From an optimization exercise on the open Yosys and OpenROAD flow, aimed at small area, a short achievable clock period and few clock cycles per item; shortcuts taken in it are not production practice. Only simulation tests tie the RTL to the original design; equivalence was not proved.

## flow/design.v

```verilog
package lsc_pkg;
  localparam int ENTRIES = 32;
  localparam int IDX_W   = (ENTRIES > 1) ? $clog2(ENTRIES) : 1;
  localparam int CNT_W   = $clog2(ENTRIES + 1);
  localparam int KEY_W   = 32;
  localparam int STAMP_W = 32;
  localparam int SLOT_W  = 5;
  localparam logic OP_ADD   = 1'b0;
  localparam logic OP_CLEAR = 1'b1;
  typedef logic [IDX_W-1:0]   idx_t;
  typedef logic [CNT_W-1:0]   cnt_t;
  typedef logic [KEY_W-1:0]   key_t;
  typedef logic [STAMP_W-1:0] stamp_t;
  typedef logic [SLOT_W-1:0]  slot_t;
  typedef struct packed {
    logic   valid;
    key_t   key;
    stamp_t stamp;
  } entry_t;
  typedef struct packed {
    logic shift;
    logic clear;
    logic write;
  } cell_ctl_t;
  typedef enum logic [1:0] {
    ST_IDLE,
    ST_SCAN,
    ST_WRITE,
    ST_RESULT
  } state_t;
endpackage
module lsc_cell (
  input  logic                  clk,
  input  logic                  rst,
  input  logic                  ctl_shift,
  input  logic                  ctl_clear,
  input  logic                  ctl_write,
  input  logic                  sel,
  input  lsc_pkg::key_t         wr_key,
  input  lsc_pkg::stamp_t       wr_stamp,
  input  logic                  nb_valid,
  input  lsc_pkg::key_t         nb_key,
  input  lsc_pkg::stamp_t       nb_stamp,
  output logic                  ent_valid,
  output lsc_pkg::key_t         ent_key,
  output lsc_pkg::stamp_t       ent_stamp
);
  logic            valid;
  lsc_pkg::key_t   key;
  lsc_pkg::stamp_t stamp;
  always_ff @(posedge clk) begin
    if (rst) begin
      valid <= 1'b0;
    end else if (ctl_clear) begin
      valid <= 1'b0;
    end else if (ctl_shift) begin
      valid <= nb_valid;
    end else if (ctl_write && sel) begin
      valid <= 1'b1;
    end
  end
  always_ff @(posedge clk) begin
    if (ctl_shift) begin
      key   <= nb_key;
      stamp <= nb_stamp;
    end else if (ctl_write && sel) begin
      key   <= wr_key;
      stamp <= wr_stamp;
    end
  end
  assign ent_valid = valid;
  assign ent_key   = key;
  assign ent_stamp = stamp;
endmodule
module lru_sample_cache_slot_manager (
  input  logic                 clk,
  input  logic                 rst,
  input  logic                 req_valid,
  output logic                 req_ready,
  input  logic                 req_op,
  input  logic [31:0]          req_key,
  input  logic [31:0]          req_now_time,
  output logic                 rsp_valid,
  input  logic                 rsp_ready,
  output logic [4:0]           rsp_slot,
  output logic                 rsp_hit,
  output logic                 rsp_evicted
);
  lsc_pkg::state_t    state, state_next;
  lsc_pkg::cell_ctl_t ctl;
  logic [lsc_pkg::ENTRIES-1:0]                 ent_valid;
  lsc_pkg::key_t [lsc_pkg::ENTRIES-1:0]        ent_key;
  lsc_pkg::stamp_t [lsc_pkg::ENTRIES-1:0]      ent_stamp;
  logic [lsc_pkg::ENTRIES-1:0] sel;
  lsc_pkg::key_t   key;
  lsc_pkg::stamp_t now_time;
  lsc_pkg::idx_t   cnt;
  logic            stop;
  lsc_pkg::cnt_t   used;
  lsc_pkg::idx_t   oldest;
  lsc_pkg::stamp_t oldest_stamp;
  logic            found;
  lsc_pkg::idx_t   found_at;
  lsc_pkg::idx_t   victim_slot;
  lsc_pkg::idx_t   res_idx;
  logic            res_hit;
  logic            res_evicted;
  logic            req_acc;
  logic            rsp_free;
  logic            last;
  lsc_pkg::idx_t   wr_idx;
  logic            full;
  assign req_acc  = req_valid && req_ready;
  assign rsp_free = !rsp_valid || rsp_ready;
  assign last     = (cnt == lsc_pkg::idx_t'(lsc_pkg::ENTRIES - 1));
  assign full     = (used == lsc_pkg::cnt_t'(lsc_pkg::ENTRIES));
  always_comb begin
    if (found) begin
      wr_idx = found_at;
    end else if (full) begin
      wr_idx = oldest;
    end else begin
      wr_idx = used[lsc_pkg::IDX_W-1:0];
    end
  end
  always_comb begin
    for (int i = 0; i < lsc_pkg::ENTRIES; i++) begin
      sel[i] = (wr_idx == lsc_pkg::idx_t'(i));
    end
  end
  for (genvar g = 0; g < lsc_pkg::ENTRIES; g++) begin : g_cell
    lsc_cell u_cell (
      .clk      (clk),
      .rst      (rst),
      .ctl_shift (ctl.shift),
      .ctl_clear (ctl.clear),
      .ctl_write (ctl.write),
      .sel       (sel[g]),
      .wr_key    (key),
      .wr_stamp  (now_time),
      .nb_valid  (ent_valid[(g + 1) % lsc_pkg::ENTRIES]),
      .nb_key    (ent_key[(g + 1) % lsc_pkg::ENTRIES]),
      .nb_stamp  (ent_stamp[(g + 1) % lsc_pkg::ENTRIES]),
      .ent_valid (ent_valid[g]),
      .ent_key   (ent_key[g]),
      .ent_stamp (ent_stamp[g])
    );
  end
  always_ff @(posedge clk) begin
    if (rst) begin
      state <= lsc_pkg::ST_IDLE;
    end else begin
      state <= state_next;
    end
  end
  always_comb begin
    state_next = state;
    ctl        = '0;
    req_ready  = 1'b0;
    unique case (state)
      lsc_pkg::ST_IDLE: begin
        req_ready = 1'b1;
        if (req_valid) begin
          if (req_op == lsc_pkg::OP_CLEAR) begin
            ctl.clear  = 1'b1;
            state_next = lsc_pkg::ST_RESULT;
          end else begin
            state_next = lsc_pkg::ST_SCAN;
          end
        end
      end
      lsc_pkg::ST_SCAN: begin
        ctl.shift = 1'b1;
        if (last) begin
          state_next = lsc_pkg::ST_WRITE;
        end
      end
      lsc_pkg::ST_WRITE: begin
        ctl.write  = 1'b1;
        state_next = lsc_pkg::ST_RESULT;
      end
      lsc_pkg::ST_RESULT: begin
        if (rsp_free) begin
          state_next = lsc_pkg::ST_IDLE;
        end
      end
      default: begin
        state_next = lsc_pkg::ST_IDLE;
      end
    endcase
  end
  always_ff @(posedge clk) begin
    if (req_acc) begin
      key          <= req_key;
      now_time     <= req_now_time;
      cnt          <= '0;
      stop         <= 1'b0;
      used         <= lsc_pkg::cnt_t'(lsc_pkg::ENTRIES);
      oldest       <= '0;
      oldest_stamp <= ent_stamp[0];
      found        <= 1'b0;
      found_at     <= '0;
    end else if (state == lsc_pkg::ST_SCAN) begin
      cnt <= cnt + 1'b1;
      if (!stop) begin
        if (ent_valid[0]) begin
          if (cnt == '0 || ent_stamp[0] < oldest_stamp) begin
            oldest       <= cnt;
            oldest_stamp <= ent_stamp[0];
          end
          if (!found && ent_key[0] == key) begin
            found    <= 1'b1;
            found_at <= cnt;
          end
        end else begin
          stop <= 1'b1;
          used <= lsc_pkg::cnt_t'(cnt);
        end
      end
    end
  end
  always_ff @(posedge clk) begin
    if (rst) begin
      victim_slot <= '0;
    end else if (state == lsc_pkg::ST_WRITE) begin
      victim_slot <= oldest;
    end
  end
  always_ff @(posedge clk) begin
    if (req_acc && req_op == lsc_pkg::OP_CLEAR) begin
      res_idx     <= '0;
      res_hit     <= 1'b0;
      res_evicted <= 1'b0;
    end else if (state == lsc_pkg::ST_WRITE) begin
      res_idx     <= found ? found_at : (full ? oldest : used[lsc_pkg::IDX_W-1:0]);
      res_hit     <= found;
      res_evicted <= !found && full;
    end
  end
  always_ff @(posedge clk) begin
    if (rst) begin
      rsp_valid <= 1'b0;
    end else if (state == lsc_pkg::ST_RESULT && rsp_free) begin
      rsp_valid <= 1'b1;
    end else if (rsp_ready) begin
      rsp_valid <= 1'b0;
    end
  end
  always_ff @(posedge clk) begin
    if (state == lsc_pkg::ST_RESULT && rsp_free) begin
      rsp_slot    <= (!res_hit && res_evicted) ? lsc_pkg::slot_t'(victim_slot)
                                               : lsc_pkg::slot_t'(res_idx);
      rsp_hit     <= res_hit;
      rsp_evicted <= res_evicted;
    end
  end
endmodule
```

## flow/run.sh

```bash
#!/bin/bash
# synth_recipe.tcl (not shown) runs the flow's synth.tcl, then flattens the netlist and writes it again
# the make line also repeats each setting of config.mk as NAME=value (left out here)
make -C /OpenROAD-flow-scripts/flow DESIGN_CONFIG=/design/flow/config.mk WORK_HOME=/design/flow/orfs CLKGATE_MAP_FILE= SYNTH_SCRIPT=/design/flow/synth_recipe.tcl finish
```

## flow/config.mk

```make
export PLATFORM = sky130hd
export DESIGN_NAME = lru_sample_cache_slot_manager
export DESIGN_NICKNAME = lru_sample_cache_slot_manager
export VERILOG_FILES = /design/flow/design.v
export SDC_FILE = /design/flow/constraint.sdc
export NUM_CORES = 4
export LEC_CHECK = 0
export CAP_MARGIN = 20
export CORE_MARGIN = 2
export CORE_UTILIZATION = 40
export SLEW_MARGIN = 20
```

## flow/constraint.sdc

```tcl
create_clock -name core_clock -period 5.0 [get_ports {clk}]
set_input_delay 1.0000 -clock core_clock [delete_from_list [all_inputs] [get_ports {clk}]]
set_output_delay 1.0000 -clock core_clock [all_outputs]
set_load 0.01 [all_outputs]
```

==> out/metrics.csv <==
metric,value,unit
ant_nets,0,
hold_buffers,0,
place.gp.congestion,0.7869,
grtUsageTotal,0.1857,
p_per_area,696.4,nW/um^2
clk_latency,0.87,ns
htreeDepth,4,
synth_adder_area_share,0.005647,
grt_start_max_net_pins,260,
vdd_drop_max,0.0004835,V
synth_ff_type,edfxtp_1,
cts_buffers,217,
post_cts_resized,0,
vias_per_cell,5.020,
dieWidth,468.8,um
fin_tns_setup,0,ns
stdcell_area,98020,um^2
min-delay-path-class,register to register,
cp_max_fo,183,
synth-compound-area-share,0.01054,
dr.pass1.iters,8,
synth_area,86410,um^2
critPathLaunchType,register,
finalWirelength,204000,um
grt_pass1_vias,50760,
fin_crit_sh,0.7490,
min_period,3.745,ns
min_from,g_cell[14].u_cell.valid,
core,214600,um^2
cp_cell_sequence,inv_1 > ha_4 > buf_4 > buf_4 > buf_12 > buf_16 > nand2_1 > nand2_1,
yosys.area_share.xor_xnor,0.003548,
root_buffer,clkbuf_16,
skew,0.05867,ns
setup_viol,0,
cts.path.max_buffers,3,
io_pins,78,
cts_sinks,2221,
p_leak,38.11,nW
synth.area.mux_share,0.002621,
start_util,0.4026,
syn-instance-count,7297,
critPathCaptureType,register,
crit_required,5.70,ns
syn_to_final_growth,13.44,%
hpwl,108700,um
grt_pass1_wl,312500,um
path_class,register to register,
async_flop_share,0,
clkTransAtPathRegs,0.06,ns
synth_cell_types,57,
finish.utilization,0.4567,
synth_top_family_by_area,simple AND/OR/NAND/NOR gates,
rsz0062_at_grt,false,
cpPeakStageDelay,0.92,ns
slew_headroom,0.2268,
cap_violations,0,
num-nets-final,7399,
yosys_warnings,2,
antenna_found_initial,2,
total_power,68.26,mW
synth.yosys.seq_area_share,0.7638,
holdWs,0.4694,ns
placed_area,91100,um^2
synth-simple-area-share,0.1917,
first_iter_violations,5254,
rows,170,
worstMarginPinSlew,1.160,ns
synth_nets,7405,
wl_per_cell,19.78,um
arrival,4.45,ns
grt_overflow_total,0,
dp.cells,9909,
outcome,finished clean,
synth_edf_count,2151,
cp_top_family,buffers and inverters,
die_y,468.8,um
port-buffer-count,77,
slew_violations,0,
final_hold_viol_count,0,
fmax,0.2670,GHz
dp_slack,1.309,ns
critPathBufInv,5,
rr_startpoint,state[1],
instances_no_fill,10315,
avgSynthCellArea,11.84,um^2
synth_seq_cells,2221,
drive_above_1_share,0.06889,
dieArea,219700,um^2
dr_total_vias,51786,
cpMaxStageDelayCell,buf_4,
drc,0,
cts_tree,yes,
crit_start,state[1],
timing.final.ws_setup,1.255,ns
post_cts_buffers,0,
[final timing paths]
check                                   to  slack, ns  depth (start not counted)
setup / recovery  g_cell[7].u_cell.key[10]       1.25                          8
setup reg to reg  g_cell[7].u_cell.key[10]       1.25                          8
hold reg to reg    g_cell[13].u_cell.valid       0.47                          2
hold / removal     g_cell[13].u_cell.valid       0.47                          2
[kinds of logic (layout without fill, tap and decap cells)]
logic type	Yosys count	in the layout
other	0	1
muxes	22	22
AOI/OAI and AO/OA	135	135
adders and majority gates	39	39
DFF	2221	2221
buffers and inverters	503	682
and+or+nand+nor	4342	4342
xor gates and xnor gates	35	35
[layout by cell type, fill, tap and decap left out, types with 7 or more instances in the layout]
cell type        Yosys  layout
nand2_1           4197    4193
edfxtp_1          2151    2151
clkbuf_16            0     219
buf_4                0     114
clkdlybuf4s50_1      0      77
dfxtp_1             70      70
nor2_1              55      54
clkbuf_1           238      54
clkinv_1             0      51
buf_12               0      42
inv_1               41      39
ha_1                39      38
clkinv_2             0      35
xor2_1              30      29
o21ai_4              0      25
nand2b_1            23      23
o21ai_0             47      22
a21oi_1             19      19
mux2i_1             17      17
o311a_1             17      17
a31oi_1             13      13
and3_1              13      13
bufinv_16            0      13
nand4_1              8       8
a211oi_1             7       7
clkinvlp_4           0       7
[Yosys cell counts, types with 3 or more instances]
master	n	area, um^2
o311a_1	17	170.2
a211oi_1	7	52.55
ha_1	39	488.0
nor4_1	7	43.79
mux2i_1	17	170.2
o21a_1	3	22.52
a31oi_1	13	81.33
clkbuf_1	238	893.4
nand2_1	4197	15750
buf_6	3	33.78
nor2_1	55	206.5
mux2_2	5	56.30
buf_1	217	814.5
dfxtp_1	70	1401
inv_1	41	153.9
o211ai_1	5	37.54
o31ai_1	5	37.54
buf_2	4	20.02
edfxtp_1	2151	64590
and3_1	13	81.33
nor3_1	5	25.02
nand2b_1	23	143.9
or3_1	6	37.54
xnor2_1	5	43.79
xor2_1	30	262.8
nor2b_1	4	25.02
nand4_1	8	50.05
o21ai_0	47	235.2
nand3_1	5	25.02
a21oi_1	19	95.09
and4_1	4	35.03
[area by class of cell]
cell class / instances / area (um^2)
antenna: 1 / 2.502
clock buffer: 278 / 5752
clock inverter: 126 / 1124
fill: 19360 / 116600
inverter: 41 / 161.4
multi-input combinational: 4573 / 18890
sequential: 2221 / 65990
tap: 2838 / 3551
timing repair buffer: 237 / 2545
[state kept, by name, indices dropped and copies added (netlist names), 6 cells and up]
signal / cells
g_cell.u_cell.key: 1024
g_cell.u_cell.stamp: 1024
g_cell.u_cell.valid: 32
key: 32
now_time: 32
oldest_stamp: 32
used: 6
[power breakdown]
group / internal [mW] / switching [mW] / total (mW)
Sequential: 32.2 / 2.41 / 34.6
Clock: 8.83 / 7.13 / 16.0
Combinational: 4.24 / 13.5 / 17.7
Total: 45.2 / 23.0 / 68.3
[per-layer routing]
metal,track usage,wire (um),vias up
li1,-,-,24191
met1,0.2580,90050,25836
met2,0.2946,94780,1458
met3,0.03004,12070,299
met4,0.06903,7104,2
met5,0,13,-
[worst min-delay path, cell delays in order (launching register included)]
cell	delay [ns]
dfxtp_1	0.32
nor2_1	0.09
nor3_1	0.05
Testbench counts, summed over its fixed seeds: cycles 140,008, items 4,000.

[port drivers added, routing unchanged]
Ports are ideal in the flow. The routed layout listed here was re-timed in OpenROAD.
Step 1, drivers: a clkbuf_16 drives clk and a buf_2 each remaining input, both assumed.
Step 2, shift: input delay + t, output delay - t, t = (earliest + latest rising clock arrival at the registers) / 2. This alone moves slack from input paths to output paths.
Three values: ideal, step 1, step 2; two values: the first two.
t, ns: 0.921
slack for setup (ns): 1.255 / 1.255 / 1.255
slew at the worst register clock pin (ns): 0.07 / 0.07
After both steps setup and hold are still met in this run. For this run, drivers alone change the setup slack by 0.000 ns; drivers and shift together by 0.000 ns.
